What follows belongs to an exercise in optimizing a design on an open flow for small area; a production flow would make more cautious choices. In this exercise RTL edits were held to simulation tests only and were not proved equivalent to the original. No activity file was given, so power comes from the tool's default toggle rates.

### constraint.sdc
create_clock -name core_clock -period 5.0 [get_ports {clk}]
set_input_delay 1.0000 -clock core_clock [delete_from_list [all_inputs] [get_ports {clk}]]
set_output_delay 1.0000 -clock core_clock [all_outputs]
set_load 0.01 [all_outputs]
### config.mk
export PLATFORM = sky130hd
export DESIGN_NAME = fp32_matmul_sequencer
export DESIGN_NICKNAME = fp32_matmul_sequencer
export VERILOG_FILES = /design/flow/design.v
export SDC_FILE = /design/flow/constraint.sdc
export NUM_CORES = 4
export LEC_CHECK = 0
export CAP_MARGIN = 0
export CORE_MARGIN = 2
export CORE_UTILIZATION = 60
export PLACE_DENSITY = 0.7
export SLEW_MARGIN = 0
### flow/run.sh
#!/bin/bash
# The standard layout (standard.sh) with two changes: port buffers use the smallest
# buffer cell, and CTS builds its tree from the given buffer without dummy loads.
export BUFFER_PORTS_ARGS="-buffer_cell sky130_fd_sc_hd__buf_1"
export CTS_ARGS="-sink_clustering_enable -repair_clock_nets -dont_use_dummy_load -buf_list sky130_fd_sc_hd__clkbuf_8 -sink_clustering_size 18 -sink_clustering_max_diameter 50"
bash standard.sh > standard.log 2>&1
### standard.sh
#!/bin/bash
# synth_recipe.tcl (not shown) runs the flow's synth.tcl, then flattens the netlist and writes it again
# the make line also repeats each setting of config.mk as NAME=value (left out here)
make -C /OpenROAD-flow-scripts/flow DESIGN_CONFIG=/design/flow/config.mk WORK_HOME=/design/flow/orfs CLKGATE_MAP_FILE= SYNTH_SCRIPT=/design/flow/synth_recipe.tcl "${@:-finish}"
### design.v
package fp32_matmul_pkg;
  localparam int unsigned FP32_W  = 32;
  localparam int unsigned VEC_LEN = 16;
  localparam logic [FP32_W-1:0] FP32_ZERO = 32'h0000_0000;
  localparam logic [FP32_W-1:0] FP32_ONE  = 32'h3F80_0000;
  typedef enum logic [1:0] {IDLE, ISSUE, DRAIN} seq_state_e;
endpackage
module fp32_matmul_sequencer #(
  parameter int unsigned N       = 4,
  parameter int unsigned LATENCY = 5,
  parameter int unsigned IW      = $clog2(N)
) (
  input  logic                      clk,
  input  logic                      rst,
  input  logic                      a_wr_en,
  input  logic [IW-1:0]             a_wr_row,
  input  logic [3:0]                a_wr_col,
  input  logic [fp32_matmul_pkg::FP32_W-1:0]         a_wr_data,
  input  logic                      b_wr_en,
  input  logic [3:0]                b_wr_row,
  input  logic [IW-1:0]             b_wr_col,
  input  logic [fp32_matmul_pkg::FP32_W-1:0]         b_wr_data,
  input  logic                      start,
  output logic                      busy,
  output logic                      done,
  output logic [fp32_matmul_pkg::VEC_LEN*fp32_matmul_pkg::FP32_W-1:0] vec_a,
  output logic [fp32_matmul_pkg::VEC_LEN*fp32_matmul_pkg::FP32_W-1:0] vec_b,
  input  logic [fp32_matmul_pkg::FP32_W-1:0]         mul_result,
  output logic                      c_valid,
  output logic [IW-1:0]             c_row,
  output logic [IW-1:0]             c_col,
  output logic [fp32_matmul_pkg::FP32_W-1:0]         c_data
);
  localparam int unsigned W  = fp32_matmul_pkg::FP32_W;
  localparam int unsigned K  = fp32_matmul_pkg::VEC_LEN;
  localparam int unsigned PW = 2 * IW;
  localparam int unsigned LAST = N * N + LATENCY;
  localparam int unsigned IDLE_CNT = LAST + 1;
  localparam int unsigned CW = $clog2(IDLE_CNT + 1);
  logic [CW-1:0] cnt_q;
  logic          idle, last, accept, wr_ok;
  assign idle   = (cnt_q == CW'(IDLE_CNT));
  assign last   = (cnt_q == CW'(LAST));
  assign wr_ok  = idle || last;
  assign accept = wr_ok && start;
  always_ff @(posedge clk or posedge rst) begin
    if (rst)         cnt_q <= CW'(IDLE_CNT);
    else if (accept) cnt_q <= '0;
    else if (!idle)  cnt_q <= cnt_q + 1'b1;
  end
  assign busy    = !idle;
  assign done    = last;
  assign c_valid = !idle && (cnt_q >= CW'(LATENCY + 1));
  logic [CW-1:0] tag;
  assign tag   = cnt_q - CW'(LATENCY + 1);
  assign c_row = tag[PW-1:IW];
  assign c_col = tag[IW-1:0];
  always_ff @(posedge clk) c_data <= mul_result;
  logic [W-1:0] a_buf_q [N][K];
  logic [W-1:0] b_buf_q [K][N];
  logic [K-1:0] a_vld_q [N];
  logic [K-1:0] b_vld_q [N];    
  logic a_we [N][K];
  logic b_we [N][K];            
  always_comb begin
    for (int r = 0; r < N; r++)
      for (int k = 0; k < K; k++) begin
        a_we[r][k] = a_wr_en && wr_ok && (a_wr_row == IW'(r)) && (a_wr_col == 4'(k));
        b_we[r][k] = b_wr_en && wr_ok && (b_wr_col == IW'(r)) && (b_wr_row == 4'(k));
      end
  end
  always_ff @(posedge clk) begin
    for (int r = 0; r < N; r++)
      for (int k = 0; k < K; k++) begin
        if (a_we[r][k]) a_buf_q[r][k] <= a_wr_data;
        if (b_we[r][k]) b_buf_q[k][r] <= b_wr_data;
      end
  end
  always_ff @(posedge clk or posedge rst) begin
    if (rst) begin
      for (int r = 0; r < N; r++) begin
        a_vld_q[r] <= '0;
        b_vld_q[r] <= '0;
      end
    end else begin
      for (int r = 0; r < N; r++)
        for (int k = 0; k < K; k++) begin
          if (a_we[r][k]) a_vld_q[r][k] <= 1'b1;
          if (b_we[r][k]) b_vld_q[r][k] <= 1'b1;
        end
    end
  end
  logic [IW-1:0] issue_i, issue_j;
  assign issue_i = cnt_q[PW-1:IW];
  assign issue_j = cnt_q[IW-1:0];
  always_comb begin
    for (int k = 0; k < K; k++) begin
      logic [W-1:0] acc_a, acc_b;
      acc_a = '0;
      acc_b = '0;
      for (int r = 0; r < N; r++) begin
        acc_a = acc_a | (a_buf_q[r][k] & {W{(issue_i == IW'(r)) && a_vld_q[r][k]}});
        acc_b = acc_b | (b_buf_q[k][r] & {W{(issue_j == IW'(r)) && b_vld_q[r][k]}});
      end
      vec_a[k*W +: W] = acc_a;
      vec_b[k*W +: W] = acc_b;
    end
  end
endmodule
==> results of run 1 <==
==> sequential cells by signal (all words and copies together), names as in the netlist <==
| signal | count |
|---|---|
| a_buf_q | 2048 |
| b_buf_q | 2048 |
| a_vld_q | 64 |
| b_vld_q | 64 |
| c_data | 32 |
| cnt_q | 5 |
==> metal layers <==
metal | global-route usage | vias to the layer above | wire (um)
met5 | 0 | - | 80
met4 | 0.145 | 14 | 21400
met3 | 0.116 | 760 | 60600
met2 | 0.501 | 5262 | 201000
met1 | 0.430 | 44600 | 151000
li1 | - | 36500 | -
==> stage by stage <==
step                      setup WS [ps]  TNS [ps]  total power [mW]  area, um^2  hold WS, ps
after floorplan                     451         0              42.6      153000          432
after global placement             1060         0              45.6      163000          450
after detailed placement           1090         0              45.7      163000          454
after CTS                          28.5         0              61.9      168000          194
after global routing             -0.793    -0.793              63.4      168000          268
final                               118         0              61.8      168000          304
==> worst min-delay path: stages <==
cell	delay [ps]
buf_1	150
o21ai_0	110
o21a_1	100
==> timing repair <==
item | 4_1_cts | 5_1_grt
endpoints found under the setup margin | 17 | 54
resized for setup | 1 | 14
gates cloned | 0 | 0
hold buffers | 33 | 0
endpoints found under the hold margin | 38 | 0
==> worst min-delay path by stage <==
stage / endpoint / slack (ps) / from
2_1_floorplan: a_vld_q[0][13] / 430 / a_vld_q[0][13]
3_3_place_gp: a_vld_q[3][3] / 450 / a_vld_q[3][3]
3_5_place_dp: b_vld_q[0][15] / 450 / b_vld_q[0][15]
4_1_cts: cnt_q[0] / 190 / start
5_1_grt: cnt_q[0] / 270 / start
6_report: cnt_q[0] / 300 / start
==> cell usage after synthesis, types with 16 or more instances <==
master	instances
edfxtp_1	4096
a22oi_1	1828
nand2_1	623
clkbuf_1	323
o21ai_0	282
buf_2	230
a32oi_1	195
nor2_1	133
dfrtp_1	130
o21ai_1	128
o21bai_1	128
and2_1	84
nor2b_1	37
dfxtp_1	32
and3b_1	23
buf_4	23
and3_1	17
nand3_1	16
==> logic make-up after synthesis <==
group           after synthesis  share of synthesized area
mux                           1                  0.0000655
simple gates                967                     0.0282
compound gates             2594                      0.123
xor+xnor                      3                   0.000172
flops                      4261                      0.831
buf+inv                     601                     0.0179
fa+ha+maj                     5                   0.000409
==> cell type report <==
cell class              instances  area (um^2)  share of cell area
flip-flops and latches       4261       127000               0.756
multi-input cells            3570        24000               0.143
repair buffers               1559         7620              0.0454
clock buffers                 363         5000              0.0298
well taps                    3366         4210              0.0251
inverters                       4         22.5            0.000134
diodes                          8         20.0            0.000119
==> power breakdown <==
group | internal (mW) | total, mW | switching [mW] | leakage, nW
logic | 1.16 | 5.46 | 4.30 | 11.1
registers | 39.3 | 39.5 | 0.258 | 38.9
clock network | 6.48 | 16.9 | 10.4 | 2.61
==> impl_results.md, run 1 <==
* Initial DRC Count at 11300
* Critical Path Start: cnt_q[0]
* Synth Register Bits at 4261
* Top-Level Pins at 1176
* CP max stage delay at 840 ps
* CTS tree: done
* Levels on crit path at 7
* Later-pin clock latency in the skew report at 1150 ps
* Final setup vio count at 0
* Row count at 185
* First-pass GRT wire length at 605000 um
* Fill count at 17100
* Postcts setup bufs at 0
* Nets@finish at 9877
* Max cap viols at 0
* Initial Utilization at 0.603
* Peak VDD IR at 0.000279 V
* Worst Path Buf+Inv at 3
* Synthesized area per cell at 18.1 um^2
* TritonRoute pass-1 iters at 6
* Setup crit end kind: primary output
* GPL Wtd Cong at 0.845
* WS Path Type: flip-flop to primary output
* Vias in the first global route at 84000
* Synth async-reset ratio at 0.0312
* Finished Layout Cells at 13100
* CP cell instances: ha_1, buf_4, and2_1, buf_4, a22oi_1, nand2_1, buf_1
* Min-delay worst type: input pin to flip-flop
* Clock slew at reported path FFs at 100 ps
* Relative slew slack at 0.0735
* Main synth FF type: edfxtp_1
* Mapped Area at 153000 um^2
* Synth Warn # at 7
* Via count at 87100
* Clock Tree Root: clkbuf_8
* Final Hold Vio Count at 0
* Final HPWL DP at 265000 um
* Area contributors post-synth: edfxtp_1, a22oi_1, dfrtp_1
* CP dominant cell by count: buf_4
* Remaining antenna violation count at 0
* Share of cells above drive strength 1 at 0.0973
* Largest net degree at the start of global routing at 90
* CP delay by family, top: simple AND/OR/NAND/NOR gates
* Crit path time final at 4880 ps
* Maximum net fanout on the critical path at 18
* Synth top area share at 0.805
* Clock Skews at 164 ps
* Status: timing/DRC/antenna clean
* Core area at 254000 um^2
* Fin crit share at 0.976
* Most common cell after layout, fill and taps aside: edfxtp_1
* Max Slew Vio Count at 0
* Die width at 509 um
* Placed insts at 12700
* R2R cell count at 7
* Syn Nets at 8550
* Worst Path Required at 4000 ps
* Finished Core Util at 0.662
* Clock sink total at 4261
* Port-buffer cells at 1175
* Area growth syn-to-layout at 9.83%
* CTS HTree Levels at 5
* Power density over the cells at 368 nW/um^2
* Hold Path Depth at 3
* R2r setup slk at 950 ps
* Slew @ Worst Pin at 1390 ps
* Worst r2r dst: b_buf_q[52][15]
* Worst setup SP type: flip-flop
* Total grt overflow at 0
* TritonCTS Buffers at 363
* Die area at 259000 um^2
* End point of the critical path: vec_b[224]
* Yosys cell types at 46
* Leakage power at 52.6 nW
* Initial antenna violation count at 22
* Highest-delay cell along the critical path: and2_1
* Clk buf depth at 4
* Cells after Synth at 8432
* Die Y at 509 um
* Most frequent cells in the layout: edfxtp_1, a22oi_1, buf_1, nand2_1, clkbuf_8
* Synth area leader: edfxtp_1
* Data arrival time of the worst path at 3880 ps
* Post-synth EDFFs at 4096
* Worst r2r src: cnt_q[0]
* FMAX at 0.205 GHz
* Residual DRC count at 0
* Final WL at 434000 um
* GRT Total Usage at 0.329
* Seq/Total Area, Yosys at 0.831
* WL/cell at 33.0 um
* Number of vias per cell at 6.63
==> run 2: changes to the inputs <==
==> flow/run.sh (replaced) <==
#!/bin/bash
# The standard layout (standard.sh) with two changes: port buffers use the smallest
# buffer cell, and CTS builds its tree from the given buffer without dummy loads.
export BUFFER_PORTS_ARGS="-buffer_cell sky130_fd_sc_hd__buf_1"
export CTS_ARGS="-sink_clustering_enable -repair_clock_nets -dont_use_dummy_load -buf_list sky130_fd_sc_hd__clkbuf_16 -sink_clustering_size 30 -sink_clustering_max_diameter 70"
bash standard.sh > standard.log 2>&1
==> run 2 against run 1 <==
Final cell count shrank 1.6%; critical path depth unchanged; combinational power about the same; via count down 1.0%; power shrank 0.71%; clock power decreased by 2%; critical endpoint is now vec_b[133]; largest power group unchanged.
==> impl_results.md, run 2 <==
* Status: timing/DRC/antenna clean
* First-pass GRT wire length at 598000 um (-1.1%)
* WL/cell at 33.3 um (+0.76%)
* Fin crit share at 0.959 (-0.0176)
* Synth async-reset ratio at 0.0312 (unchanged)
* Area of the multi-input gates at 24000 um^2 (about the same)
* Die Y at 509 um (unchanged)
* Post-cts sizing count at 0 (-1)
* Cts hold-fix bufs at 0 (-100%)
* Final setup margin at 206 ps (+87.9 ps)
* CP max stage delay at 710 ps (-130 ps)
* Worst Path Buf+Inv at 3 (unchanged)
* Top-Level Pins at 1176 (unchanged)
* Slew @ Worst Pin at 1380 ps (-9.05 ps)
* Final setup vio count at 0 (unchanged)
* Setup_tns at 0 ps (unchanged)
* TritonCTS Buffers at 183 (-50%)
* FMAX at 0.209 GHz (+1.8%)
* Synth top area share at 0.805 (unchanged)
* Main synth FF type: edfxtp_1
* Final Cell Area at 167000 um^2 (-0.46%)
* Setup crit end kind: primary output
* Grt met3 use at 0.108 (-0.00811)
* Min-delay worst type: input pin to flip-flop
* Later-pin clock latency in the skew report at 870 ps (-280 ps)
* Via count at 86200 (-1.0%)
* Residual DRC count at 0 (unchanged)
* Final HPWL DP at 265000 um (unchanged)
* Most frequent cell after synthesis: edfxtp_1
* Min-delay src: mul_result[19]
* WS Path Type: flip-flop to primary output
* Largest net degree at the start of global routing at 90 (unchanged)
* Final WL at 430000 um (-0.89%)
* Net Sw Frac at 0.236 (-0.00606)
* Combinational share of power at 0.089 (about the same)
* GPL Wtd Cong at 0.845 (unchanged)
* Data arrival time of the worst path at 3790 ps (-90 ps)
* Mapped Area at 153000 um^2 (unchanged)
* Number of vias per cell at 6.68 (+0.62%)
* Total grt overflow at 0 (unchanged)
* Clock Skews at 124 ps (-39.5 ps)
* Vias in the first global route at 82200 (-2.2%)
* Synthesized area per cell at 18.1 um^2 (unchanged)
* Clk buf depth at 3 (-1)
* Area contributors post-synth: edfxtp_1, a22oi_1, dfrtp_1
* Worst setup SP type: flip-flop
* Met2 usage at 0.500 (-0.00100)
* Seq/Total Area, Yosys at 0.831 (unchanged)
* Core area at 254000 um^2 (unchanged)
* Clock power frac at 0.268 (-0.005)
* Clock sink total at 4261 (unchanged)
* Maximum net fanout on the critical path at 17 (-1)
* Final Hold Vio Count at 0 (unchanged)
* Initial antenna violation count at 23 (+4.5%)
* Yosys cell types at 46 (unchanged)
* Postcts setup bufs at 0 (unchanged)
* Crit path time final at 4790 ps (-87.9 ps)
* Int Power at 46.9 mW (about the same)
* Setup WS pre-CTS at 1090 ps (unchanged)
* Fill count at 17100 (+0.012%)
* Peak VDD IR at 0.000427 V (+53%)
* Regs by FF count: a_buf_q: 2048 flops, b_buf_q: 2048 flops
* Max Slew Vio Count at 0 (unchanged)
* Critical Path Start: cnt_q[1]
* Worst r2r src: cnt_q[0]
* M1 GR Usage at 0.430 (about the same)
* Clock Tree Root: clkbuf_16
* Synth area leader: edfxtp_1
* CTS HTree Levels at 4 (-1)
* Relative slew slack at 0.0698 (-0.00369)
* Most frequent cells in the layout: edfxtp_1, a22oi_1, buf_1, nand2_1, buf_4
* Synth Warn # at 7 (unchanged)
* Initial DRC Count at 12100 (+7.1%)
* CP delay by family, top: buffers and inverters
* Leakage power at 52.1 nW (-0.95%)
* CP dominant cell by count: buf_4
* Nets@finish at 9664 (-2.2%)
* Clock slew at reported path FFs at 110 ps (about the same)
* Final hold slack at 193 ps (-112 ps)
* Remaining antenna violation count at 0 (unchanged)
* Storage cell area at 127000 um^2 (unchanged)
* Highest-delay cell along the critical path: ha_1
* Most common cell after layout, fill and taps aside: edfxtp_1
* Psw at 14.5 mW (-3.2%)
* RSZ-0062 raised after global routing: no
* Port-buffer cells at 1175 (unchanged)
* Die area at 259000 um^2 (unchanged)
* TritonRoute pass-1 iters at 6 (unchanged)
* Seq pwr share at 0.643 (+0.004)
* GRT Total Usage at 0.325 (-0.00321)
* Max cap viols at 0 (unchanged)
* Most used routing layer: met2
* CP cell instances: ha_1, buf_4, and2_1, buf_4, a22oi_1, nand2_1, buf_1
* Power density over the cells at 367 nW/um^2 (-0.25%)
* Synth Register Bits at 4261 (unchanged)
* Share of cells above drive strength 1 at 0.0791 (-0.0182)
* Worst Path Required at 4000 ps (about the same)
* Syn Nets at 8550 (unchanged)
* Placed inst area at 163000 um^2 (unchanged)
* Die width at 509 um (unchanged)
* Synth cell count leaders: edfxtp_1, a22oi_1, nand2_1
* CTS tree: done
* Post-synth EDFFs at 4096 (unchanged)
* Initial Utilization at 0.603 (unchanged)
* Cells after Synth at 8432 (unchanged)
* Row count at 185 (unchanged)
* Area growth syn-to-layout at 9.33%
run 2: worst paths after layout:
path / slack (ps) / depth (start not counted) / to
worst max-delay path: 210 / 7 / vec_b[133]
worst min-delay path: 190 / 1 / c_data[19]
worst max register to register: 1020 / 7 / b_buf_q[52][5]
worst min register to register: 470 / 1 / b_vld_q[2][8]
max in group asynchronous: 3470 / 3 / a_vld_q[3][8]
min in group asynchronous: 280 / 2 / b_vld_q[0][2]
run 2: layout make-up:
cell class,instances,area share
well taps,3366,0.0252
diodes,5,0.0000749
flip-flops and latches,4261,0.760
inverters,4,0.000135
multi-input cells,3570,0.144
clock buffers,183,0.0274
repair buffers,1526,0.0436
run 2: through the flow:
step,std cells,utilization,power (mW)
floorplan,8432,-,42.6
global placement,12700,0.641,45.6
detailed placement,12700,0.641,45.7
CTS,12900,0.659,61.4
global route,12900,0.659,62.8
finish,12900,0.659,61.4
run 2: per-layer routing:
metal / wire [um] / vias to the layer above
met4: 21200 / 16
met2: 200000 / 5027
li1: - / 36200
met3: 58400 / 676
met1: 150000 / 44300
met5: 102 / -
run 2: logic make-up (layout without fill, tap and decap cells):
family / Yosys count / count (layout) / synth area share
simple gates: 967 / 967 / 0.0282
buf+inv: 601 / 1713 / 0.0179
xor+xnor: 3 / 3 / 0.000172
mux: 1 / 1 / 0.0000655
fa+ha+maj: 5 / 5 / 0.000409
compound gates: 2594 / 2594 / 0.123
other cells: 0 / 5 / 0
flops: 4261 / 4261 / 0.831
run 2: power by group through the flow:
stage / logic, mW / clock network, mW / registers (mW)
final: 5.44 / 16.5 / 39.5
after global routing: 5.65 / 17.6 / 39.5
after CTS: 5.35 / 16.5 / 39.5
after detailed placement: 5.34 / 0 / 40.3
after global placement: 5.27 / 0 / 40.3
after floorplan: 2.52 / 0 / 40.1
==> run 3: changes to the inputs <==
--- a/design.v
+++ b/design.v
@@ -45,7 +45,6 @@
   assign accept = wr_ok && start;
   always_ff @(posedge clk or posedge rst) begin
-    if (rst)         cnt_q <= CW'(IDLE_CNT);
-    else if (accept) cnt_q <= '0;
-    else if (!idle)  cnt_q <= cnt_q + 1'b1;
+    if (rst) cnt_q <= CW'(IDLE_CNT);
+    else     cnt_q <= cnt_d;
   end
   assign busy    = !idle;
@@ -91,7 +90,13 @@
     end
   end
-  logic [IW-1:0] issue_i, issue_j;
-  assign issue_i = cnt_q[PW-1:IW];
-  assign issue_j = cnt_q[IW-1:0];
+  logic [CW-1:0] cnt_d;
+  logic [N-1:0]  i_hot_q, j_hot_q;
+  assign cnt_d = accept ? '0 : (idle ? cnt_q : cnt_q + 1'b1);
+  always_ff @(posedge clk) begin
+    for (int r = 0; r < N; r++) begin
+      i_hot_q[r] <= (cnt_d[PW-1:IW] == IW'(r));
+      j_hot_q[r] <= (cnt_d[IW-1:0] == IW'(r));
+    end
+  end
   always_comb begin
     for (int k = 0; k < K; k++) begin
@@ -100,6 +105,6 @@
       acc_b = '0;
       for (int r = 0; r < N; r++) begin
-        acc_a = acc_a | (a_buf_q[r][k] & {W{(issue_i == IW'(r)) && a_vld_q[r][k]}});
-        acc_b = acc_b | (b_buf_q[k][r] & {W{(issue_j == IW'(r)) && b_vld_q[r][k]}});
+        acc_a = acc_a | (a_buf_q[r][k] & {W{i_hot_q[r] && a_vld_q[r][k]}});
+        acc_b = acc_b | (b_buf_q[k][r] & {W{j_hot_q[r] && b_vld_q[r][k]}});
       end
       vec_a[k*W +: W] = acc_a;
--- a/config.mk
+++ b/config.mk
@@ -9,4 +9,5 @@
 export CORE_MARGIN = 2
 export CORE_UTILIZATION = 60
+export GPL_TIMING_DRIVEN = 0
 export PLACE_DENSITY = 0.7
 export SLEW_MARGIN = 0
==> run 3 against run 2 <==
Design area is 2.1% higher; clock power hardly changed; synthesized cell count is 0.75% lower; worst setup slack worse by 88 ps; final cell count is 2.9% higher; largest power group unchanged; highest routed layer unchanged.
==> impl_results.md, run 3 <==
* First-pass GRT wire length at 595000 um (-0.48%)
* TritonCTS Buffers at 189 (+3.3%)
* CTS tree: done
* Final setup vio count at 0 (unchanged)
* Core area at 252000 um^2 (-0.81%)
* Largest net degree at the start of global routing at 70 (-22%)
* Die width at 507 um (-0.30%)
* GPL Wtd Cong at 0.831 (-1.6%)
* Seq pwr share at 0.661 (+0.018)
* FMAX at 0.205 GHz (-1.8%)
* Max Slew Vio Count at 0 (unchanged)
* Clock slew at reported path FFs at 110 ps (about the same)
* Most frequent cells in the layout: edfxtp_1, a22oi_1, buf_1, nand2_1, buf_2
* Remaining antenna violation count at 0 (unchanged)
* WS Path Type: flip-flop to primary output
* Setup_tns at 0 ps (unchanged)
* Placed inst area at 166000 um^2 (+2.1%)
* Clock Skews at 89.5 ps (-34.7 ps)
* Worst r2r dst: b_buf_q[8][2]
* Number of vias per cell at 6.44 (-3.5%)
* Fin crit share at 0.976 (+0.0175)
* Synth cell count leaders: edfxtp_1, a22oi_1, nand2_1
* Initial Utilization at 0.604 (+0.00121)
* End point of the critical path: vec_a[507]
* Post-synth EDFFs at 4096 (unchanged)
* Maximum net fanout on the critical path at 10 (-7)
* Synth Register Bits at 4269 (+0.19%)
* Seq/Total Area, Yosys at 0.837 (+0.00618)
* Area growth syn-to-layout at 12.4%
* Critical Path Start: i_hot_q[2]
* R2r setup slk at 1660 ps (+640 ps)
* Synth async-reset ratio at 0.0312 (-0.0000585)
* Total grt overflow at 0 (unchanged)
* Final Hold Vio Count at 0 (unchanged)
* CTS HTree Levels at 4 (unchanged)
* Yosys cell types at 41 (-11%)
* Cts hold-fix bufs at 0 (unchanged)
* Worst setup SP type: flip-flop
* Residual DRC count at 0 (unchanged)
* Worst r2r src: cnt_q[0]
* Synth area leader: edfxtp_1
* Clock sink total at 4269 (+0.19%)
* Most common cell after layout, fill and taps aside: edfxtp_1
* Net Sw Frac at 0.217 (-0.0190)
* Final setup margin at 119 ps (-87.7 ps)
* Syn Nets at 8487 (-0.74%)
* Vias in the first global route at 81900 (-0.37%)
* Relative slew slack at 0.271 (+0.201)
* Clk buf depth at 3 (unchanged)
* Post-cts sizing count at 0 (unchanged)
* Synth Warn # at 7 (unchanged)
* Clock power frac at 0.281 (+0.013)
* Postcts setup bufs at 0 (unchanged)
* Regs by FF count: a_buf_q: 2048 flops, b_buf_q: 2048 flops
* Final Cell Area at 171000 um^2 (+2.1%)
* Die Y at 507 um (-0.30%)
* Finished Layout Cells at 13300 (+2.9%)
* Cells after Synth at 8369 (-0.75%)
* Min-delay worst type: input pin to flip-flop
* Psw at 12.9 mW (-10%)
* Final hold slack at 170 ps (-23.2 ps)
* Most frequent cell after synthesis: edfxtp_1
* RSZ-0062 raised after global routing: no
* WL/cell at 32.4 um (-2.7%)
* Worst Path Required at 4000 ps (about the same)
* Clock Tree Root: clkbuf_16
* Area contributors post-synth: edfxtp_1, a22oi_1, nand2_1
* Die area at 257000 um^2 (-0.61%)
* Share of cells above drive strength 1 at 0.0918 (+0.0127)
* Final WL at 430000 um (+0.11%)
* GRT Total Usage at 0.329 (+0.00347)
* Combinational share of power at 0.059 (-0.030)
* Later-pin clock latency in the skew report at 920 ps (+50 ps)
* Max cap viols at 0 (unchanged)
* Leakage power at 56.5 nW (+8.4%)
* Synth top area share at 0.810 (+0.00496)
* Main synth FF type: edfxtp_1
* Placed insts at 13100 (+2.9%)
* Peak VDD IR at 0.000384 V (-10%)
* Crit path time final at 4880 ps (+87.7 ps)
* Setup crit end kind: primary output
* TritonRoute pass-1 iters at 8 (+2)
* Initial DRC Count at 11100 (-8.5%)
* Int Power at 46.8 mW (-0.24%)
* Port-buffer cells at 1175 (unchanged)
* Initial antenna violation count at 30 (+30%)
* Final HPWL DP at 289000 um (+9.1%)
* Mapped Area at 152000 um^2 (-0.61%)
* Nets@finish at 10100 (+4.0%)
* Slew @ Worst Pin at 1090 ps (-290 ps)
* R2R cell count at 6 (-1)
* Status: timing/DRC/antenna clean
* Via count at 85600 (-0.70%)
* Setup WS pre-CTS at 1020 ps (-74.3 ps)
* Synthesized area per cell at 18.2 um^2 (+0.14%)
* Row count at 184 (-0.54%)
* Data arrival time of the worst path at 3880 ps (+90 ps)
* Power density over the cells at 350 nW/um^2 (-4.7%)
* Top-Level Pins at 1176 (unchanged)
run 3: cell types whose count changed after synthesis, sizes merged, moves of 13 or more:
| cell | previous run | this run |
|---|---|---|
| nor2b | 40 | 12 |
| a22o | 14 | 0 |
| and3 | 17 | 0 |
| a221o | 13 | 0 |
| and2 | 89 | 128 |
| a22oi | 1828 | 2048 |
| clkbuf | 330 | 245 |
| o21ai | 410 | 1 |
| buf | 267 | 303 |
| nand2 | 623 | 1042 |
| a32oi | 195 | 0 |
| and3b | 23 | 2 |
run 3: final cells by class:
| cell class | instances | area, um^2 |
|---|---|---|
| buffer | 548 | 2640 |
| clock buffer | 189 | 4730 |
| antenna | 9 | 22.5 |
| tap | 3348 | 4190 |
| fill | 16400 | 80900 |
| timing repair buffer | 1373 | 8870 |
| inverter | 3 | 18.8 |
| sequential | 4269 | 127000 |
| multi-input combinational | 3549 | 23100 |
run 3: power groups by stage:
stage | sequential, mW | clock [mW] | combinational (mW)
after floorplan | 40.2 | 0 | 1.21
after global placement | 40.4 | 0 | 3.14
after detailed placement | 40.3 | 0 | 3.44
after CTS | 39.5 | 16.8 | 3.45
after global routing | 39.5 | 17.9 | 3.61
final | 39.5 | 16.8 | 3.50
run 3: worst min path at each step:
| stage | start | endpoint | slack (ps) | cells after the start |
|---|---|---|---|---|
| floorplan | a_vld_q[3][12] | a_vld_q[3][12] | 430 | 1 |
| global placement | a_vld_q[3][14] | a_vld_q[3][14] | 450 | 1 |
| detailed placement | a_vld_q[3][13] | a_vld_q[3][13] | 450 | 1 |
| CTS | mul_result[23] | c_data[23] | 100 | 1 |
| global route | mul_result[23] | c_data[23] | 130 | 1 |
| finish | mul_result[23] | c_data[23] | 170 | 1 |
run 3: layer usage:
| layer | share of wire | vias to the layer above | GRT usage | wire [um] |
|---|---|---|---|---|
| met5 | 0.00028 | - | 0 | 122 |
| met2 | 0.47 | 4688 | 0.511 | 201000 |
| met3 | 0.13 | 697 | 0.0927 | 55100 |
| li1 | - | 36300 | - | - |
| met1 | 0.35 | 43900 | 0.431 | 149000 |
| met4 | 0.058 | 18 | 0.162 | 24800 |
run 3: cells by family (layout without fill, tap and decap cells):
family                     after synthesis  after routing  share of synthesized area
buffers and inverters                  551           2113                     0.0174
other                                    0              9                          0
xor gates and xnor gates                 4              4                   0.000231
DFF                                   4269           4269                      0.837
AOI/OAI and AO/OA                     2185           2185                      0.108
and+or+nand+nor                       1355           1355                     0.0371
adders and majority gates                5              5                   0.000412
run 3: critical path, cell delays in order, from the launching register on:
cell and delay, ps:
dfxtp_1 760, clkbuf_2 640, and2_1 320, clkbuf_1 280
buf_2 310, a22oi_1 140, nand2_1 100, buf_1 450
run 3: through the flow:
step	util	power, mW
3_5_place_dp	0.659	43.7
2_1_floorplan	-	41.4
6_report	0.678	59.8
3_3_place_gp	0.638	43.6
4_1_cts	0.678	59.7
5_1_grt	0.678	61.0
==> run 4: changes to the inputs <==
--- a/flow/run.sh
+++ b/flow/run.sh
@@ -4,3 +4,4 @@
 export BUFFER_PORTS_ARGS="-buffer_cell sky130_fd_sc_hd__buf_1"
 export CTS_ARGS="-sink_clustering_enable -repair_clock_nets -dont_use_dummy_load -buf_list sky130_fd_sc_hd__clkbuf_16 -sink_clustering_size 30 -sink_clustering_max_diameter 70"
+export RECOVER_POWER=100
 bash standard.sh > standard.log 2>&1
--- a/config.mk
+++ b/config.mk
@@ -9,5 +9,4 @@
 export CORE_MARGIN = 2
 export CORE_UTILIZATION = 60
-export GPL_TIMING_DRIVEN = 0
 export PLACE_DENSITY = 0.7
 export SLEW_MARGIN = 0
==> run 4 against run 3 <==
Now fails the layout checks on capacitance limit, slew limit; largest cell class unchanged; global-route usage fell by 1.1 points; critical endpoint is now vec_b[253]; critical path depth fell by 2; sequential share of layout area rose by 2.7 points; worst setup slack improved by 89 ps; clock-buffer cell count fell by 1; first-iteration DRC count rose by 6.6%.
==> impl_results.md, run 4 <==
* Initial DRC Count at 11800 (+6.6%)
* Mapped Area at 152000 um^2 (unchanged)
* Top-Level Pins at 1176 (unchanged)
* WL/cell at 32.5 um (+0.22%)
* Cells after Synth at 8369 (unchanged)
* Synth top area share at 0.810 (unchanged)
* Highest-delay cell along the critical path: and2_0
* Final HPWL DP at 253000 um (-13%)
* Synth cell count leaders: edfxtp_1, a22oi_1, nand2_1
* Clock net power at 16.7 mW (about the same)
* SO Faults: capacitance limit, slew limit
* CP delay by family, top: simple AND/OR/NAND/NOR gates
* Max Slew Vio Count at 7085 (+7085)
* Final WL at 417000 um (-3.1%)
* R2r setup slk at 260 ps (-1400 ps)
* Finished Core Util at 0.654 (-0.0241)
* Initial Utilization at 0.604 (unchanged)
* Clock Tree Root: clkbuf_16
* Via count at 84100 (-1.8%)
* Placed insts at 12700 (-3.3%)
* Hold Path Sink: c_data[21]
* Top Consumer: registers
* RSZ-0062 raised after global routing: no
* Critical Path Start: j_hot_q[0]
* Synth Register Bits at 4269 (unchanged)
* Peak VDD IR at 0.000343 V (-11%)
* Data arrival time of the worst path at 3790 ps (-90 ps)
* First-pass GRT wire length at 581000 um (-2.4%)
* Worst r2r src: cnt_q[1]
* Most frequent cell after synthesis: edfxtp_1
* Nets@finish at 9612 (-4.4%)
* Total grt overflow at 0 (unchanged)
* Clock Skews at 119 ps (+29.9 ps)
* Max cap viols at 205 (+205)
* Syn Nets at 8487 (unchanged)
* Setup WS pre-CTS at 1290 ps (+272 ps)
* Maximum net fanout on the critical path at 17 (+7)
* Clock slew at reported path FFs at 90 ps (-20 ps)
* Crit path time final at 4790 ps (-89.0 ps)
* Area growth syn-to-layout at 8.37%
* CTS tree: done
* CP cell instances: and2_0, buf_4, a22oi_1, nand2_1, buf_1
* CP max stage delay at 990 ps (+230 ps)
* Number of vias per cell at 6.54 (+1.6%)
* Setup crit end kind: primary output
* Final Hold Vio Count at 0 (unchanged)
* Min-delay src: mul_result[21]
* Relative slew slack at -1.98 (-2.25)
* Die area at 257000 um^2 (unchanged)
* Clock power frac at 0.281 (about the same)
* Worst Path Buf+Inv at 2 (-2)
* R2R cell count at 7 (+1)
* Synth area leader: edfxtp_1
* Fin crit share at 0.958 (-0.0178)
* WS Path Type: flip-flop to primary output
* End point of the critical path: vec_b[253]
* Most frequent cells in the layout: edfxtp_1, a22oi_1, nand2_1, buf_1, clkbuf_1
* Worst setup SP type: flip-flop
* Port-buffer cells at 1175 (unchanged)
* Cts hold-fix bufs at 0 (unchanged)
* Seq/Total Area, Yosys at 0.837 (unchanged)
* Int Power at 46.7 mW (-0.28%)
* Area contributors post-synth: edfxtp_1, a22oi_1, nand2_1
* Remaining antenna violation count at 0 (unchanged)
* Psw at 12.7 mW (-2.0%)
* Final setup vio count at 0 (unchanged)
* Initial antenna violation count at 23 (-23%)
* Seq pwr share at 0.666 (+0.005)
* Most common cell after layout, fill and taps aside: edfxtp_1
* Synth Warn # at 7 (unchanged)
* Vias in the first global route at 79600 (-2.8%)
* Levels on crit path at 5 (-2)
* GPL Wtd Cong at 0.841 (+1.3%)
* Synthesized area per cell at 18.2 um^2 (unchanged)
* Sequential power at 39.5 mW (about the same)
* Clock sink total at 4269 (unchanged)
* Yosys cell types at 41 (unchanged)
* Later-pin clock latency in the skew report at 880 ps (-40 ps)
* Min-delay worst type: input pin to flip-flop
* Finished Layout Cells at 12800 (-3.3%)
* Clk buf depth at 3 (unchanged)
* Synth async-reset ratio at 0.0312 (unchanged)
* Slew @ Worst Pin at 4470 ps (+3380 ps)
* Worst Path Required at 4000 ps (about the same)
* Residual DRC count at 0 (unchanged)
* TritonCTS Buffers at 188 (-0.53%)
* GRT Total Usage at 0.318 (-0.0111)
* Die width at 507 um (unchanged)
* Regs by FF count: a_buf_q: 2048 flops, b_buf_q: 2048 flops
* CTS HTree Levels at 4 (unchanged)
* Main synth FF type: edfxtp_1
* Combinational logic power at 3.17 mW (-9.4%)
* Hold Path Depth at 1 (unchanged)
* Setup_tns at 0 ps (unchanged)
* Power density over the cells at 361 nW/um^2 (+3.0%)
* Leakage power at 53.4 nW (-5.4%)
* Post-synth EDFFs at 4096 (unchanged)
* Share of cells above drive strength 1 at 0.0491 (-0.0427)
* Largest net degree at the start of global routing at 70 (unchanged)
* Worst r2r dst: a_buf_q[51][18]
* Post-cts sizing count at 0 (unchanged)
* Final setup margin at 208 ps (+89.0 ps)
* Status: failed layout checks
* FMAX at 0.209 GHz (+1.9%)
* Net Sw Frac at 0.214 (-0.00300)
* Core area at 252000 um^2 (unchanged)
* Postcts setup bufs at 0 (unchanged)
* Die Y at 507 um (unchanged)
* TritonRoute pass-1 iters at 6 (-2)
* Row count at 184 (unchanged)
* Combinational share of power at 0.053 (-0.006)
run 4: cell types whose count changed in the layout (fill, tap and decap cells not counted), moves of 40 or more:
cell      delta
buf_16      -55
buf_4       +85
buf_2      -306
nor2_4     -106
buf_1      -244
buf_12     -139
nor2_1      +40
clkbuf_1   +201
nor2_2      +66
run 4: worst max path at each step:
| stage | to | cells after the start | startpoint | slack (ps) |
|---|---|---|---|---|
| 2_1_floorplan | a_vld_q[0][0] | 1 | rst | 450 |
| 3_5_place_dp | vec_b[324] | 5 | j_hot_q[1] | 1290 |
| 4_1_cts | vec_b[324] | 5 | j_hot_q[1] | 310 |
| 3_3_place_gp | vec_b[326] | 5 | j_hot_q[1] | 1310 |
run 4: cell families after synthesis:
group           Yosys count  synth area share
fa+ha+maj                 5          0.000412
xor+xnor                  4          0.000231
simple gates           1355            0.0371
compound gates         2185             0.108
flops                  4269             0.837
buf+inv                 551            0.0174
run 4: through the flow:
stage | total power [mW] | area, um^2 | hold WS (ps)
after floorplan | 41.4 | 152000 | 433
after global placement | 43.4 | 161000 | 447
after detailed placement | 43.5 | 161000 | 447
after CTS | 59.4 | 166000 | 116
after global routing | 60.7 | 165000 | 151
final | 59.4 | 165000 | 187
run 4: final cells by class:
cell class                      instances  area, um^2
Sequential cell                      4269      127000
Fill cell                           17100       87000
Multi-Input combinational cell       3549       22400
Timing Repair Buffer                 1483        6190
Clock buffer                          188        4700
Tap cell                             3348        4190
Antenna cell                            9        22.5
Inverter                                3        12.5
run 4: power groups by stage:
stage,sequential [mW],clock [mW],combinational [mW]
3_5_place_dp,40.3,0,3.22
2_1_floorplan,40.2,0,1.21
4_1_cts,39.5,16.8,3.22
3_3_place_gp,40.3,0,3.16
run 4: routing by layer:
layer	share of wire	GRT usage	up-vias
li1	-	-	35400
met1	0.36	0.432	43500
met2	0.47	0.492	4603
met3	0.13	0.0879	571
met4	0.045	0.128	12
met5	0.00018	0	-
==> run 5: changes to the inputs <==
--- a/flow/run.sh
+++ b/flow/run.sh
@@ -4,4 +4,3 @@
 export BUFFER_PORTS_ARGS="-buffer_cell sky130_fd_sc_hd__buf_1"
 export CTS_ARGS="-sink_clustering_enable -repair_clock_nets -dont_use_dummy_load -buf_list sky130_fd_sc_hd__clkbuf_16 -sink_clustering_size 30 -sink_clustering_max_diameter 70"
-export RECOVER_POWER=100
 bash standard.sh > standard.log 2>&1
==> run 5 against run 4 <==
The run now finishes clean; non-clock buffer count is the same; clock skew shrank 3.8 ps; register-to-register slack gained 1500 ps; critical path type unchanged.
==> impl_results.md, run 5 <==
* Largest net degree at the start of global routing at 70 (unchanged)
* Max Slew Vio Count at 0 (-100%)
* Syn Nets at 8487 (unchanged)
* Total grt overflow at 0 (unchanged)
* Postcts setup bufs at 0 (unchanged)
* Synth cell count leaders: edfxtp_1, a22oi_1, nand2_1
* Row count at 184 (unchanged)
* CP max stage delay at 1060 ps (+70 ps)
* Fill count at 16800 (-1.5%)
* Via count at 84000 (-0.12%)
* WS Path Type: flip-flop to primary output
* Synth async-reset ratio at 0.0312 (unchanged)
* Fin crit share at 0.930 (-0.0289)
* Min-delay src: mul_result[21]
* Clock Tree Root: clkbuf_16
* Regs by FF count: a_buf_q: 2048 flops, b_buf_q: 2048 flops
* Most common cell after layout, fill and taps aside: edfxtp_1
* Area contributors post-synth: edfxtp_1, a22oi_1, nand2_1
* Final WL at 417000 um (about the same)
* CTS tree: done
* Clk buf depth at 3 (unchanged)
* Top-Level Pins at 1176 (unchanged)
* Clock power frac at 0.281 (about the same)
* Final setup margin at 352 ps (+144 ps)
* Die area at 257000 um^2 (unchanged)
* Most frequent cell after synthesis: edfxtp_1
* Port-buffer cells at 1175 (unchanged)
* Seq pwr share at 0.664 (-0.002)
* Worst Path Required at 4000 ps (about the same)
* Residual DRC count at 0 (unchanged)
* R2R cell count at 6 (-1)
* Cells after Synth at 8369 (unchanged)
* FMAX at 0.215 GHz (+3.1%)
* Int Power at 46.7 mW (about the same)
* Setup_tns at 0 ps (unchanged)
* Initial antenna violation count at 23 (unchanged)
* Worst r2r src: cnt_q[0]
* Clock sink total at 4269 (unchanged)
* Synthesized area per cell at 18.2 um^2 (unchanged)
* Synth Register Bits at 4269 (unchanged)
* Clock Skews at 116 ps (-3.76 ps)
* Maximum net fanout on the critical path at 26 (+9)
* Synth Warn # at 7 (unchanged)
* Yosys cell types at 41 (unchanged)
* Worst r2r dst: a_buf_q[13][4]
* Remaining antenna violation count at 0 (unchanged)
* GPL Wtd Cong at 0.841 (unchanged)
* Number of vias per cell at 6.54 (-0.13%)
* Psw at 12.7 mW (+0.36%)
* Vias in the first global route at 79600 (unchanged)
* Main synth FF type: edfxtp_1
* Setup WS pre-CTS at 1290 ps (unchanged)
* Pwr Total at 59.4 mW (about the same)
* Synth area leader: edfxtp_1
* Combinational share of power at 0.055 (+0.002)
* Area growth syn-to-layout at 9.16%
* TritonCTS Buffers at 188 (unchanged)
* RSZ-0062 raised after global routing: no
* R2r setup slk at 1720 ps (+1460 ps)
* Clock slew at reported path FFs at 100 ps (about the same)
* Max cap viols at 0 (-100%)
* Post-synth EDFFs at 4096 (unchanged)
* Final HPWL DP at 253000 um (unchanged)
* GRT Total Usage at 0.318 (unchanged)
* Mapped Area at 152000 um^2 (unchanged)
* Initial Utilization at 0.604 (unchanged)
* Finished Core Util at 0.659 (+0.00479)
* Hold Path Sink: c_data[21]
* Synth top area share at 0.810 (unchanged)
* Nets@finish at 9612 (unchanged)
* Later-pin clock latency in the skew report at 880 ps (about the same)
* Data arrival time of the worst path at 3650 ps (-140 ps)
* Min-delay worst type: input pin to flip-flop
* Setup crit end kind: primary output
* Leakage power at 54.2 nW (+1.5%)
* First-pass GRT wire length at 581000 um (unchanged)
* Die Y at 507 um (unchanged)
* CP cell instances: and2_1, buf_4, a22oi_1, nand2_1, buf_1
* Worst setup SP type: flip-flop
* Crit path time final at 4650 ps (-144 ps)
* TritonRoute pass-1 iters at 6 (unchanged)
* WL/cell at 32.4 um (about the same)
* Hold Path Depth at 1 (unchanged)
* CTS HTree Levels at 4 (unchanged)
* Initial DRC Count at 11900 (+0.59%)
* Die width at 507 um (unchanged)
* Core area at 252000 um^2 (unchanged)
* Slew @ Worst Pin at 1340 ps (-3130 ps)
* Post-cts sizing count at 0 (unchanged)
* Power density over the cells at 358 nW/um^2 (-0.67%)
* Final Hold Vio Count at 0 (unchanged)
* Peak VDD IR at 0.000339 V (-1.4%)
* Final setup vio count at 0 (unchanged)
* Most frequent cells in the layout: edfxtp_1, a22oi_1, buf_1, nand2_1, buf_4
* Net Sw Frac at 0.214 (+0.000632)
* Relative slew slack at 0.106 (+2.09)
* Seq/Total Area, Yosys at 0.837 (unchanged)
* Highest-delay cell along the critical path: dfxtp_1
* Share of cells above drive strength 1 at 0.0745 (+0.0254)
* Cts hold-fix bufs at 0 (unchanged)
* Status: timing/DRC/antenna clean
run 5: logic make-up (layout without fill, tap and decap cells):
family	count (synthesis)	after routing	synth area share
AO/OA/AOI/OAI	2185	2185	0.108
XOR/XNOR	4	4	0.000231
adder cells (fa/ha/maj)	5	5	0.000412
buffers and inverters	551	1674	0.0174
flip-flops	4269	4269	0.837
other	0	11	0
AND/OR/NAND/NOR	1355	1355	0.0371
run 5: stage by stage:
stage          cells  area (um^2)  hold WS, ps
3_3_place_gp   12700       161000          447
2_1_floorplan   8369       152000          433
5_1_grt        12800       166000          151
3_5_place_dp   12700       161000          447
4_1_cts        12800       166000          116
6_report       12900       166000          191
run 5: cell type report:
type / instances / area, um^2 / share of cell area
Timing Repair Buffer: 1483 / 6860 / 0.0414
Multi-Input combinational cell: 3549 / 22900 / 0.138
Tap cell: 3348 / 4190 / 0.0253
Sequential cell: 4269 / 127000 / 0.767
Inverter: 3 / 16.3 / 0.0000981
Antenna cell: 11 / 27.5 / 0.000166
Clock buffer: 188 / 4700 / 0.0284
run 5: power by group through the flow:
stage,logic (mW),registers [mW],clock network [mW]
floorplan,1.21,40.2,0
global route,3.38,39.5,17.9
global placement,3.16,40.3,0
finish,3.27,39.5,16.7
detailed placement,3.22,40.3,0
CTS,3.22,39.5,16.8
run 5: per-layer routing:
metal,part of all wire,GRT usage,routed length [um]
met1,0.36,0.432,149000
met2,0.47,0.492,195000
met3,0.13,0.0879,53300
met4,0.046,0.128,19000
met5,0.00022,0,90
run 5: how the worst max path moves through the flow:
stage	startpoint	cells past startpoint	slack (ps)	endpoint
global placement	j_hot_q[1]	5	1310	vec_b[326]
global route	j_hot_q[1]	5	250	vec_b[34]
floorplan	rst	1	450	a_vld_q[0][0]
CTS	j_hot_q[1]	5	310	vec_b[324]
finish	j_hot_q[1]	5	350	vec_b[34]
detailed placement	j_hot_q[1]	5	1290	vec_b[324]
run 5: worst max-delay path, delay by kind of cell (launching register included):
kind | cells | cell delay [ps]
compound gates | 1 | 80
simple gates | 2 | 1150
buf+inv | 2 | 470
flops | 1 | 1060
==> run 6: changes to the inputs <==
==> flow/run.sh (replaced) <==
#!/bin/bash
# The standard layout (standard.sh) with three changes:
# - after the standard synthesis, remap.py rewrites each 4-input AND-OR read tree of the
#   netlist into smaller cells (same function, same registers and names);
# - port buffers use the smallest buffer cell;
# - CTS builds its tree from clkbuf_16 without dummy loads.
# Each tool's output goes to a log of its own in this folder (and ORFS's logs under orfs/).
set -e
export BUFFER_PORTS_ARGS="-buffer_cell sky130_fd_sc_hd__buf_1"
export CTS_ARGS="-sink_clustering_enable -repair_clock_nets -dont_use_dummy_load -buf_list sky130_fd_sc_hd__clkbuf_16 -sink_clustering_size 30 -sink_clustering_max_diameter 70"
bash standard.sh synth > standard_synth.log 2>&1
NET=orfs/results/$FLOW_PLATFORM/fp32_matmul_sequencer/base/1_2_yosys.v
cp $NET orfs/1_2_yosys.standard.v
python3 flow/remap.py $NET > remap.log 2>&1
bash standard.sh > standard.log 2>&1
==> flow/remap.py (new file) <==
#!/usr/bin/env python3
"""Re-map 4-input AND-OR read trees in the synthesized netlist to smaller cells.

Yosys/ABC maps each vec bit, (s0&d0)|(s1&d1)|(s2&d2)|(s3&d3), to
nand2(a22oi(p0,p1), a22oi(p2,p3)): 7.51+7.51+3.75 um2. The same function is
nand2(a222oi(p0,p1,p2), nand2(p3)): 10.01+3.75+3.75 um2. Only cells whose internal
nets have a single load are rewritten; instance and net names are kept, so register
names and everything else in the netlist stay as synthesis wrote them.

usage: remap.py NETLIST.v   (rewrites the file in place)
"""
import re
import sys
from collections import Counter

path = sys.argv[1]
src = open(path).read()

cell_re = re.compile(r'(\n  )(sky130_fd_sc_hd__\w+) (\S+) \((.*?)\n  \);', re.S)
pin_re = re.compile(r'\.(\w+)\((.*?)\)')

cells = []
for m in cell_re.finditer(src):
    pins = {p: n.strip() + (' ' if n.strip().startswith('\\') else '') for p, n in pin_re.findall(m.group(4))}
    cells.append(dict(start=m.start(), end=m.end(), type=m.group(2), name=m.group(3), pins=pins))

out_pins = {'X', 'Y', 'Q', 'Q_N', 'HI', 'LO', 'COUT', 'SUM'}
loads = Counter()
driver = {}
for c in cells:
    for p, n in c['pins'].items():
        n = n.strip()
        if p in out_pins:
            driver[n] = c
        else:
            loads[n] += 1
# Nets that also appear outside cell instances (assigns, ports) are left alone.
ports = set()
for line in cell_re.sub('', src).split(';'):
    line = line.strip()
    if line.startswith(('input', 'output', 'inout')):
        ports.update(t.strip() for t in re.findall(r'\\\S+ |[A-Za-z_][\w$]*', line.split(']')[-1]))
    elif line.startswith('assign'):
        for tok in re.findall(r'\\\S+ |[A-Za-z_][\w$]*(?:\[\d+\])?', line[len('assign'):]):
            loads[tok.strip()] += 1000
for n in list(driver):
    if n in ports or n.split('[')[0] in ports:
        loads[n] += 1000

edits = {}
count = 0
for c in cells:
    if c['type'] != 'sky130_fd_sc_hd__nand2_1':
        continue
    a, b = c['pins'].get('A', '').strip(), c['pins'].get('B', '').strip()
    da, db = driver.get(a), driver.get(b)
    if not da or not db or da is db:
        continue
    if da['type'] != 'sky130_fd_sc_hd__a22oi_1' or db['type'] != 'sky130_fd_sc_hd__a22oi_1':
        continue
    if loads[a] != 1 or loads[b] != 1 or id(da) in edits or id(db) in edits:
        continue
    pa, pb = da['pins'], db['pins']
    edits[id(da)] = (da, (
        f"\n  sky130_fd_sc_hd__a222oi_1 {da['name']} (\n"
        f"    .A1({pa['A1']}),\n    .A2({pa['A2']}),\n"
        f"    .B1({pa['B1']}),\n    .B2({pa['B2']}),\n"
        f"    .C1({pb['A1']}),\n    .C2({pb['A2']}),\n"
        f"    .Y({pa['Y']})\n  );"))
    edits[id(db)] = (db, (
        f"\n  sky130_fd_sc_hd__nand2_1 {db['name']} (\n"
        f"    .A({pb['B1']}),\n    .B({pb['B2']}),\n"
        f"    .Y({pb['Y']})\n  );"))
    count += 1

parts = []
pos = 0
for c, text in sorted(edits.values(), key=lambda e: e[0]['start']):
    parts.append(src[pos:c['start']])
    parts.append(text)
    pos = c['end']
parts.append(src[pos:])
open(path, 'w').write(''.join(parts))
print(f"remap.py: rewrote {count} read trees in {path}")
==> run 6 against run 5 <==
Sequential power about the same; sequential share of layout area increased by 0.60 points; flip-flop and latch count unchanged; largest power group unchanged.
==> impl_results.md, run 6 <==
* R2r setup slk at 1540 ps (-180 ps)
* Core area at 249000 um^2 (-1.0%)
* TritonCTS Buffers at 184 (-2.1%)
* Most common cell after layout, fill and taps aside: edfxtp_1
* Die Y at 505 um (-0.42%)
* Data arrival time of the worst path at 3720 ps (+70 ps)
* Port-buffer cells at 1175 (unchanged)
* Fill count at 16800 (-0.31%)
* Max Slew Vio Count at 0 (unchanged)
* GPL Wtd Cong at 0.824 (-2.1%)
* Initial antenna violation count at 32 (+39%)
* Fin crit share at 0.945 (+0.0154)
* Power density over the cells at 360 nW/um^2 (+0.49%)
* Worst r2r src: cnt_q[0]
* Clk buf depth at 3 (unchanged)
* Post-synth EDFFs at 4096 (unchanged)
* Regs by FF count: a_buf_q: 2048 flops, b_buf_q: 2048 flops
* Worst r2r dst: b_buf_q[35][27]
* Final setup vio count at 0 (unchanged)
* Status: timing/DRC/antenna clean
* CP cell instances: and2_1, a222oi_1, nand2_1, buf_1
* Later-pin clock latency in the skew report at 900 ps (+20 ps)
* Post-cts sizing count at 0 (unchanged)
* R2R cell count at 5 (-1)
* Row count at 183 (-0.54%)
* Leakage power at 55.1 nW (+1.7%)
* Peak VDD IR at 0.000407 V (+20%)
* Seq/Total Area, Yosys at 0.837 (unchanged)
* Synth Warn # at 7 (unchanged)
* Worst setup SP type: flip-flop
* Postcts setup bufs at 0 (unchanged)
* CTS tree: done
* Syn Nets at 8487 (unchanged)
* Relative slew slack at 0.0999 (-0.00573)
* Top-Level Pins at 1176 (unchanged)
* Clock sink total at 4269 (unchanged)
* Vias in the first global route at 80400 (+0.94%)
* RSZ-0062 raised after global routing: no
* Slew @ Worst Pin at 1350 ps (+8.59 ps)
* Number of vias per cell at 6.60 (+0.93%)
* Die area at 255000 um^2 (-0.84%)
* Synth cell count leaders: edfxtp_1, a22oi_1, nand2_1
* Residual DRC count at 0 (unchanged)
* Hold Path Sink: c_data[13]
* Cells after Synth at 8369 (unchanged)
* Critical Path Start: i_hot_q[0]
* Most frequent cells in the layout: edfxtp_1, nand2_1, buf_1, a222oi_1, buf_4
* Highest-delay cell along the critical path: dfxtp_1
* Min-delay src: mul_result[13]
* Setup_tns at 0 ps (unchanged)
* Worst Path Required at 4000 ps (about the same)
* Final HPWL DP at 255000 um (+0.86%)
* Setup crit end kind: primary output
* Area contributors post-synth: edfxtp_1, a22oi_1, nand2_1
* CTS HTree Levels at 4 (unchanged)
* Pwr Total at 59.3 mW (-0.28%)
* Clock slew at reported path FFs at 100 ps (about the same)
* Synth area leader: edfxtp_1
* Mapped Area at 151000 um^2 (-0.84%)
* Synthesized area per cell at 18.0 um^2 (-0.84%)
* WL/cell at 32.5 um (about the same)
* Cts hold-fix bufs at 0 (unchanged)
* FMAX at 0.212 GHz (-1.6%)
* Initial DRC Count at 15500 (+31%)
* Clock Skews at 116 ps (+0.291 ps)
* Most frequent cell after synthesis: edfxtp_1
* Nets@finish at 9652 (+0.42%)
* WS Path Type: flip-flop to primary output
* CP max stage delay at 1110 ps (+50 ps)
* Hold Path Depth at 1 (unchanged)
* Total grt overflow at 0 (unchanged)
* GRT Total Usage at 0.321 (+0.00334)
* Final WL at 418000 um (+0.30%)
* Crit path time final at 4720 ps (+77.0 ps)
* Maximum net fanout on the critical path at 24 (-7.7%)
* Largest net degree at the start of global routing at 70 (unchanged)
* Main synth FF type: edfxtp_1
* Min-delay worst type: input pin to flip-flop
* Yosys synthesis chip area at 152000 um^2
* Die width at 505 um (-0.42%)
* Clock Tree Root: clkbuf_16
* Remaining antenna violation count at 0 (unchanged)
* Synth top area share at 0.810 (unchanged)
* Via count at 84900 (+1.1%)
* Max cap viols at 0 (unchanged)
* TritonRoute pass-1 iters at 12 (+6)
* Synth async-reset ratio at 0.0312 (unchanged)
* Area growth syn-to-layout at 9.24% (about the same)
* Synth Register Bits at 4269 (unchanged)
* First-pass GRT wire length at 586000 um (+0.86%)
* Yosys cell types at 41 (unchanged)
* Initial Utilization at 0.605 (+0.000946)
* Final Hold Vio Count at 0 (unchanged)
* Share of cells above drive strength 1 at 0.0786 (+0.00409)
[run 6: cell counts after synthesis]
Identical to the previous run, type by type.
[run 6: logic make-up after synthesis]
| logic type | after synthesis | share of synthesized area |
|---|---|---|
| and+or+nand+nor | 1355 | 0.0371 |
| AOI/OAI and AO/OA | 2185 | 0.108 |
| xor gates and xnor gates | 4 | 0.000231 |
| DFF | 4269 | 0.837 |
| adders and majority gates | 5 | 0.000412 |
| buffers and inverters | 551 | 0.0174 |
[run 6: power by group]
part           switching [mW]  internal, mW  total, mW
Clock                    9.96          6.58       16.5
Sequential              0.184          39.3       39.5
Combinational            2.55         0.680       3.23
Total                    12.7          46.6       59.3
[run 6: worst max-delay path: cells and delay by family, from the launching register on]
kind                   cells  cell delay, ps
AND/OR/NAND/NOR            2            1220
flip-flops                 1            1110
AO/OA/AOI/OAI              1             290
buffers and inverters      1             240
[run 6: routing by layer]
layer	vias up	share of wire	track usage
met5	-	0.000055	0
met4	4	0.046	0.129
met3	578	0.14	0.0739
met2	5729	0.47	0.497
met1	43200	0.35	0.448
li1	35400	-	-
[run 6: how the worst max path moves through the flow]
stage,end,cells after the start
floorplan,a_vld_q[0][0],1
CTS,vec_a[422],4
detailed placement,b_buf_q[35][19],3
finish,vec_a[422],4
global placement,vec_a[458],5
global route,vec_a[422],4
[run 6: through the flow]
step | hold slack, ps | worst slack (ps) | util | instance area (um^2) | instances
5_1_grt | 146 | 176 | 0.660 | 165000 | 12900
2_1_floorplan | 433 | 451 | - | 151000 | 8369
6_report | 198 | 275 | 0.661 | 165000 | 12900
3_3_place_gp | 448 | 1240 | 0.642 | 160000 | 12700
3_5_place_dp | 453 | 1210 | 0.642 | 160000 | 12700
4_1_cts | 128 | 290 | 0.660 | 165000 | 12900
[run 6: cell type report]
type,instances,area (um^2),area share
Timing Repair Buffer,1527,7210,0.0438
Clock buffer,184,4600,0.0280
Sequential cell,4269,127000,0.773
Multi-Input combinational cell,3549,21400,0.130
Inverter,3,16.3,0.0000988
Tap cell,3330,4170,0.0253
Antenna cell,15,37.5,0.000228
==> run 7: changes to the inputs <==
==> flow/run.sh (replaced) <==
#!/bin/bash
# The standard layout (standard.sh) with three changes:
# - after the standard synthesis, remap.py rewrites each 4-input AND-OR read tree of the
#   netlist into smaller cells (same function, same registers and names);
# - port buffers use the smallest buffer cell;
# - CTS builds its tree from clkbuf_16 (leaves, root) and clkbuf_8 (inner levels) without dummy loads.
# Each tool's output goes to a log of its own in this folder (and ORFS's logs under orfs/).
set -e
export BUFFER_PORTS_ARGS="-buffer_cell sky130_fd_sc_hd__buf_1"
export CTS_ARGS="-sink_clustering_enable -repair_clock_nets -dont_use_dummy_load -buf_list {sky130_fd_sc_hd__clkbuf_8 sky130_fd_sc_hd__clkbuf_16} -root_buf sky130_fd_sc_hd__clkbuf_16 -tree_buf sky130_fd_sc_hd__clkbuf_8 -sink_clustering_buffer sky130_fd_sc_hd__clkbuf_16 -sink_clustering_size 30 -sink_clustering_max_diameter 70"
bash standard.sh synth > standard_synth.log 2>&1
NET=orfs/results/$FLOW_PLATFORM/fp32_matmul_sequencer/base/1_2_yosys.v
cp $NET orfs/1_2_yosys.standard.v
python3 flow/remap.py $NET > remap.log 2>&1
bash standard.sh > standard.log 2>&1
==> run 7 against run 6 <==
Flip-flop and latch count stayed put; global-route usage hardly changed; via count is 0.19% higher; clock power is 2% lower; power is 0.69% lower; routed wire length hardly changed; largest cell class unchanged.
==> impl_results.md, run 7 <==
* Synthesized area per cell at 18.0 um^2 (unchanged)
* Initial DRC Count at 15500 (-0.32%)
* GPL Wtd Cong at 0.824 (unchanged)
* Max Slew Vio Count at 0 (unchanged)
* Final WL at 418000 um (about the same)
* WL/cell at 32.5 um (about the same)
* Most frequent cells in the layout: edfxtp_1, nand2_1, buf_1, a222oi_1, buf_4
* CP delay by family, top: simple AND/OR/NAND/NOR gates
* Cts hold-fix bufs at 0 (unchanged)
* Die width at 505 um (unchanged)
* Number of vias per cell at 6.61 (+0.20%)
* Residual DRC count at 0 (unchanged)
* Placed insts at 12700 (unchanged)
* First-pass GRT wire length at 586000 um (about the same)
* Synth Register Bits at 4269 (unchanged)
* Most frequent cell after synthesis: edfxtp_1
* Initial Utilization at 0.605 (unchanged)
* Synth top area share at 0.810 (unchanged)
* Syn Nets at 8487 (unchanged)
* Final setup margin at 237 ps (-37.7 ps)
* Regs by FF count: a_buf_q: 2048 flops, b_buf_q: 2048 flops
* Later-pin clock latency in the skew report at 960 ps (+60 ps)
* R2r setup slk at 1530 ps (about the same)
* Clk buf depth at 3 (unchanged)
* Core area at 249000 um^2 (unchanged)
* WS Path Type: flip-flop to primary output
* Clock Tree Root: clkbuf_16
* Finished Core Util at 0.660 (-0.000733)
* Min-delay worst type: input pin to flip-flop
* Highest-delay cell along the critical path: dfxtp_1
* FMAX at 0.210 GHz (-0.79%)
* Cells after Synth at 8369 (unchanged)
* Share of cells above drive strength 1 at 0.0786 (unchanged)
* Worst setup SP type: flip-flop
* Row count at 183 (unchanged)
* Seq/Total Area, Yosys at 0.837 (unchanged)
* Top-Level Pins at 1176 (unchanged)
* Data arrival time of the worst path at 3760 ps (+40 ps)
* Nets@finish at 9652 (unchanged)
* Crit path time final at 4760 ps (+37.7 ps)
* Slew @ Worst Pin at 1380 ps (+29.1 ps)
* Via count at 85100 (+0.19%)
* CTS tree: done
* Finished Layout Cells at 12900 (-0.0078%)
* CP max stage delay at 1110 ps (about the same)
* Worst Path Required at 4000 ps (about the same)
* Setup crit end kind: primary output
* TritonCTS Buffers at 184 (unchanged)
* Final Hold Vio Count at 0 (unchanged)
* Final HPWL DP at 255000 um (unchanged)
* Status: timing/DRC/antenna clean
* CTS HTree Levels at 4 (unchanged)
* GRT Total Usage at 0.321 (about the same)
* Most common cell after layout, fill and taps aside: edfxtp_1
* Post-synth EDFFs at 4096 (unchanged)
* Remaining antenna violation count at 0 (unchanged)
* CP cell instances: and2_1, a222oi_1, nand2_1, buf_1
* Synth cell count leaders: edfxtp_1, a22oi_1, nand2_1
* Worst r2r dst: b_buf_q[35][26]
* R2R cell count at 5 (unchanged)
* Initial antenna violation count at 31 (-3.1%)
* Total grt overflow at 0 (unchanged)
* Final setup vio count at 0 (unchanged)
* Area growth syn-to-layout at 9.12%
* Clock slew at reported path FFs at 100 ps (about the same)
* Leakage power at 55.0 nW (-0.15%)
* Vias in the first global route at 80400 (+0.090%)
* Setup WS pre-CTS at 1210 ps (unchanged)
* Final hold slack at 149 ps (-48.8 ps)
* Synth area leader: edfxtp_1
* Die Y at 505 um (unchanged)
* RSZ-0062 raised after global routing: no
* Synth async-reset ratio at 0.0312 (unchanged)
* Power density over the cells at 358 nW/um^2 (-0.57%)
* Synth Warn # at 7 (unchanged)
* TritonRoute pass-1 iters at 14 (+2)
* End point of the critical path: vec_a[422]
* Yosys cell types at 41 (unchanged)
* Max cap viols at 0 (unchanged)
* Postcts setup bufs at 0 (unchanged)
* Peak VDD IR at 0.000399 V (-2.0%)
* Setup_tns at 0 ps (unchanged)
* Post-cts sizing count at 0 (unchanged)
* Area contributors post-synth: edfxtp_1, a22oi_1, nand2_1
* Largest net degree at the start of global routing at 70 (unchanged)
* Die area at 255000 um^2 (unchanged)
* Worst r2r src: cnt_q[0]
* Critical Path Start: i_hot_q[0]
* Fin crit share at 0.953 (+0.00753)
* Clock Skews at 177 ps (+60.7 ps)
* Maximum net fanout on the critical path at 24 (unchanged)
* Port-buffer cells at 1175 (unchanged)
* Levels on crit path at 4 (unchanged)
* Main synth FF type: edfxtp_1
* Worst Path Buf+Inv at 1 (unchanged)
* Yosys synthesis chip area at 152000 um^2 (unchanged)
* Clock sink total at 4269 (unchanged)
* Relative slew slack at 0.0806 (-0.0194)
* Mapped Area at 151000 um^2 (unchanged)
==> run 7: report_power, final <==
part           internal, mW  switching, mW
sequential             39.3          0.185
combinational         0.680           2.55
clock                  6.23           9.90
total                  46.2           12.6
==> run 7: kinds of logic (layout without fill, tap and decap cells) <==
family / count (synthesis) / count (layout) / synth area share
AO/OA/AOI/OAI: 2185 / 1161 / 0.108
XOR/XNOR: 4 / 4 / 0.000231
adder cells (fa/ha/maj): 5 / 5 / 0.000412
buffers and inverters: 551 / 1714 / 0.0174
flip-flops: 4269 / 4269 / 0.837
other: 0 / 14 / 0
AND/OR/NAND/NOR: 1355 / 2379 / 0.0371
==> run 7: metrics by stage <==
stage / cell area [um^2] / total power [mW]
after floorplan: 151000 / 41.4
after global placement: 160000 / 43.4
after detailed placement: 160000 / 43.5
after CTS: 164000 / 58.9
after global routing: 164000 / 60.2
final: 164000 / 58.8
==> run 7: how the worst min path moves through the flow <==
| stage | end | slack [ps] | start | cells after the start |
|---|---|---|---|---|
| after global placement | a_vld_q[3][13] | 450 | a_vld_q[3][13] | 1 |
| final | c_data[18] | 150 | mul_result[18] | 1 |
| after CTS | c_data[18] | 60 | mul_result[18] | 1 |
| after floorplan | a_vld_q[3][12] | 430 | a_vld_q[3][12] | 1 |
| after detailed placement | a_vld_q[0][4] | 450 | a_vld_q[0][4] | 1 |
| after global routing | c_data[17] | 90 | mul_result[17] | 1 |
==> run 7: per-layer routing <==
layer  GRT usage  routed length (um)
met1       0.448              147000
met2       0.500              196000
met3      0.0728               55900
met4       0.124               18800
met5           0                  46
==> run 7: layout make-up <==
cell class,instances,area (um^2)
sequential,4269,127000
fill,16800,84700
multi-input combinational,3549,21400
timing repair buffer,1527,7210
clock buffer,184,4420
tap,3330,4170
antenna,14,35.0
inverter,3,16.3

==> what the ideal ports hide <==
The results above use ideal ports. As a check the final layouts listed here were re-extracted and re-timed, cells and wires unchanged. Step 1, drivers: a clkbuf_16 drives clk and a buf_2 each remaining input, both assumed. Step 2, shift: input delay + t, output delay - t, t = (earliest + latest rising clock arrival at the registers) / 2. This alone moves slack from input paths to output paths. a / b / c = ideal ports / drivers / drivers and shift; a / b = the first two.
run | t, ns | setup WS [ns] | worst hold slack (ns) | slew at the worst register clock pin (ns) | pins driven straight from the clock port
run 1 | 1.159 | 0.118 / 0.019 / 0.881 | 0.304 / 0.322 / 0.462 | 0.11 / 0.11 | 1
run 2 | 0.930 | 0.206 / 0.103 / 0.977 | 0.193 / 0.114 / 0.473 | 0.11 / 0.11 | 1
run 3 | 0.944 | 0.119 / 0.012 / 0.956 | 0.170 / 0.089 / 0.461 | 0.11 / 0.11 | 1
run 4 | 0.944 | 0.208 / 0.101 / -0.382 | 0.187 / 0.103 / 0.470 | 0.11 / 0.11 | 1
run 5 | 0.948 | 0.352 / 0.245 / 1.192 | 0.191 / 0.107 / 0.470 | 0.11 / 0.11 | 1
run 6 | 0.935 | 0.275 / 0.167 / 1.103 | 0.198 / 0.112 / 0.468 | 0.11 / 0.11 | 1
run 7 | 0.964 | 0.237 / 0.131 / 1.072 | 0.149 / 0.068 / 0.469 | 0.11 / 0.11 | 1
For run 4, which loses most, drivers alone change the setup slack by -0.107 ns; drivers and shift together by -0.590 ns.
